This design comes from an exercise in tuning for small area and a short achievable clock period on the open sky130 flow, not from production work. At most, simulation tests tie the RTL to the original design; equivalence was not proved.

==> module mwm_comb, before the edit <==
module mwm_comb (
  input  logic [QW-1:0]             qa_i,
  input  logic [MAG_W-1:0]          ra_i,
  input  logic [QW-1:0]             qb_i,
  input  logic [MAG_W-1:0]          rb_i,
  input  logic [MAG_W-1:0]          dvs_i,
  input  logic [QW-1:0]             t_i,
  input  logic                      tp1_i,
  input  logic                      wsum_i,
  input  logic                      vsum_i,
  input  logic                      geae_i,
  input  logic                      geab_i,
  output logic [LANES-1:0][QW-1:0]  q_o
);
  logic [MAG_W-1:0] nd, cs_s, cs_c;
  logic [MAG_W+1:0] cs;
  logic [MAG_W:0]   ra2;
  logic             c_sum, a_lt_b, b_lt_a, c_2ge, c_2gt, ra_nz;
  logic [QW-1:0]    s0, s1, dab, dba, y0, y1, x0;
  logic [QW-1:0]    nsum, ndif, n0, nvp, nvm, nwp, nwm;
  always_comb begin
    nd    = ~dvs_i;
    cs_s  = ra_i ^ rb_i ^ nd;
    cs_c  = (ra_i & rb_i) | (ra_i & nd) | (rb_i & nd);
    cs    = {2'b00, cs_s} + {1'b0, cs_c, 1'b1} + {2'b11, {MAG_W{1'b0}}};
    c_sum = !cs[MAG_W+1];
    ra2    = {ra_i, 1'b0};
    a_lt_b = (ra_i < rb_i);
    b_lt_a = !a_lt_b && (ra_i != rb_i);
    c_2ge  = (ra2 >= {1'b0, dvs_i});
    c_2gt  = c_2ge && (ra2 != {1'b0, dvs_i});
    ra_nz  = (ra_i != '0);
    s0  = qa_i + qb_i;
    s1  = s0 + 8'd1;
    dab = qa_i - qb_i;
    dba = ~dab + 8'd1;
    y0  = {qa_i[QW-2:0], 1'b0} - t_i;
    y1  = y0 + 8'd1;
    x0  = ~y0 + 8'd1;
    nsum = c_sum ? s1 : s0;
    ndif = geab_i ? (a_lt_b ? ~dba : dab) : (b_lt_a ? ~dab : dba);
    n0   = geae_i ? (c_2ge ? y1 : y0) : (ra_nz ? (c_2gt ? ~y1 : ~y0) : x0);
    nwp = wsum_i ? t_i : n0;         
    nwm = wsum_i ? n0 : t_i;         
    nvp = vsum_i ? nsum : ndif;      
    nvm = vsum_i ? ndif : nsum;      
    if (tp1_i) begin
      q_o[LANE_FL] = nwp;
      q_o[LANE_FR] = nwm;
      q_o[LANE_BR] = nvp;
      q_o[LANE_BL] = nvm;
    end else begin
      q_o[LANE_BR] = nwp;
      q_o[LANE_BL] = nwm;
      q_o[LANE_FL] = nvp;
      q_o[LANE_FR] = nvm;
    end
  end
endmodule
==> flow/config.mk <==
export PLATFORM = sky130hd
export DESIGN_NAME = mecanum_wheel_mixer_top
export DESIGN_NICKNAME = mecanum_wheel_mixer_top
export VERILOG_FILES = /design/flow/design.v
export SDC_FILE = /design/flow/constraint.sdc
export NUM_CORES = 4
export LEC_CHECK = 0
export CAP_MARGIN = 20
export CORE_MARGIN = 2
export CORE_UTILIZATION = 60
export CTS_CLUSTER_DIAMETER = 80
export CTS_CLUSTER_SIZE = 35
export PLACE_DENSITY = 0.75
export SETUP_SLACK_MARGIN = 4.75
export SLEW_MARGIN = 20
==> flow/constraint.sdc <==
create_clock -name core_clock -period 8.5 [get_ports {clk_i}]
set_input_delay 1.7000 -clock core_clock [delete_from_list [all_inputs] [get_ports {clk_i}]]
set_output_delay 1.7000 -clock core_clock [all_outputs]
set_load 0.01 [all_outputs]
run.sh (not shown) runs the stock make flow with config.mk's settings and CLKGATE_MAP_FILE= SYNTH_SCRIPT=/design/flow/synth_recipe.tcl, a recipe that flattens the netlist after the stock synthesis.
Edit:
--- a/flow/design.v
+++ b/flow/design.v
@@ -222,15 +222,15 @@
     ra2    = {ra_i, 1'b0};
     a_lt_b = (ra_i < rb_i);
-    b_lt_a = !a_lt_b && (ra_i != rb_i);
+    b_lt_a = (rb_i < ra_i);
     c_2ge  = (ra2 >= {1'b0, dvs_i});
-    c_2gt  = c_2ge && (ra2 != {1'b0, dvs_i});
+    c_2gt  = (ra2 > {1'b0, dvs_i});
     ra_nz  = (ra_i != '0);
     s0  = qa_i + qb_i;
-    s1  = s0 + 8'd1;
+    s1  = qa_i + qb_i + 8'd1;
     dab = qa_i - qb_i;
-    dba = ~dab + 8'd1;
+    dba = qb_i - qa_i;
     y0  = {qa_i[QW-2:0], 1'b0} - t_i;
-    y1  = y0 + 8'd1;
-    x0  = ~y0 + 8'd1;
+    y1  = {qa_i[QW-2:0], 1'b0} - t_i + 8'd1;
+    x0  = t_i - {qa_i[QW-2:0], 1'b0};
     nsum = c_sum ? s1 : s0;
     ndif = geab_i ? (a_lt_b ? ~dba : dab) : (b_lt_a ? ~dab : dba);
Outcome: The changed run passed the timing, DRC and antenna checks. Worst setup slack improved by 0.23 ns. Clock-buffer cell count is higher by 1. Wire length went up by 5.6%. Die area is higher by 3.0%. Maximum frequency is higher by 6.0%. Synthesized area went up by 3.0%. Design area goes up by 1.5%. Core utilization is lower by 0.66 points. Global-route usage went up by 0.29 points. Non-clock buffer count falls by 39. Hold slack got worse by 0.026 ns. Cell count is higher by 2.8%.
Function was not checked in any run of this note: the RTL went through the layout flow alone.

Setup of the baseline:
Another version of the RTL of mecanum_wheel_mixer_top (not shown whole).
Size in the first run: ~5000 cells after synthesis, ~530 flip-flops, about 140 I/O pins, roughly 42000 um^2 of cells after synthesis.
Settings: LEC_CHECK=0, CAP_MARGIN=20, CORE_MARGIN=2, CORE_UTILIZATION=40, SETUP_SLACK_MARGIN=4.5, SLEW_MARGIN=20; clock period 8.5 ns.
No stage failed in the baseline, and the final checks on the layout all came back clean.
Changes in the candidate relative to the baseline:
--- a/flow/design.v
+++ b/flow/design.v
@@ -222,17 +222,17 @@
   input  logic [APB_AW-1:0]       paddr,
   input  logic [APB_DW-1:0]       pwdata,
   output logic [APB_DW-1:0]       prdata,
   output logic                    pready
 );
   localparam int             NSTEP = QW / 2;
   localparam logic [NSTEP-2:0] CUT  = 3'b111;
   localparam int             CUTN  = 0;
-  localparam int             NV    = 5 + CUTN + $countones(CUT);
+  localparam int             NV    = 5 + CUTN + int'(CUT[0]) + int'(CUT[1]) + int'(CUT[2]);
   logic            busy_q;
   logic [MP_W-1:0] min_power;
   logic [NV-1:0]   v_q;
   always_ff @(posedge clk_i or negedge rst_ni) begin
     if (!rst_ni) begin
       busy_q <= 1'b1;
       v_q    <= '0;
     end else begin
--- outcome ---
Both conditions hold for the candidate: the flow ran to the end and the final layout passed the timing, DRC and antenna checks.
Re total area of sequential cells: no difference whatsoever between the baseline and the candidate.
Critical path depth came out exactly the same in the baseline and the candidate.
The baseline -> the candidate: multi-input gate share of total cell area delta 0, exact match
Changes observed in the candidate relative to the baseline: post-synthesis share of cell area spent on and, or, nand and nor gates about even, fraction of the mapped netlist area in adder cells flat, ratio of final minimum period to clock period held steady.
Final worst-path setup slack: the candidate vs the baseline identical
Number of nets with antenna violations after detailed routing: the candidate vs the baseline, no meaningful difference
The baseline -> the candidate: wire length on met2 delta 0, exact match
The clock skew on the candidate is in line with that on the baseline.
Complex-gate fraction of the synthesized area: the baseline vs the candidate identical
The RTL of the baseline was laid out without a check of its function.

-- port drivers added, routing unchanged --
In the flow no input, the clock included, has a driving cell. The finished layouts below were timed again as built, in two steps.
Step 1: set_driving_cell puts a clkbuf_16 on clk_i and a buf_2 on each other input, an assumption about the parent block.
Step 2 adds t to the input delays and takes it off the output delays; t is the mean of the earliest and latest rising clock arrival at the registers after step 1. Input paths then give back, and output paths get back, about the clock's delay inside the block.
Slacks: ideal / step 1 / step 2; pairs: ideal / step 1.
run	shift t [ns]	setup slack, ns	pins driven straight from the clock port
the first run of note 1	0.692	4.491 / 4.491 / 4.219	1
the second run of note 1	0.694	4.718 / 4.708 / 4.270	1
the baseline	0.688	4.492 / 4.492 / 4.103	1
the candidate	0.688	4.492 / 4.492 / 4.103	1
After both steps setup and hold are still met in every run listed. The setup slack of the second run of note 1, which loses most, moves by -0.010 ns with the drivers and by -0.448 ns with both steps.
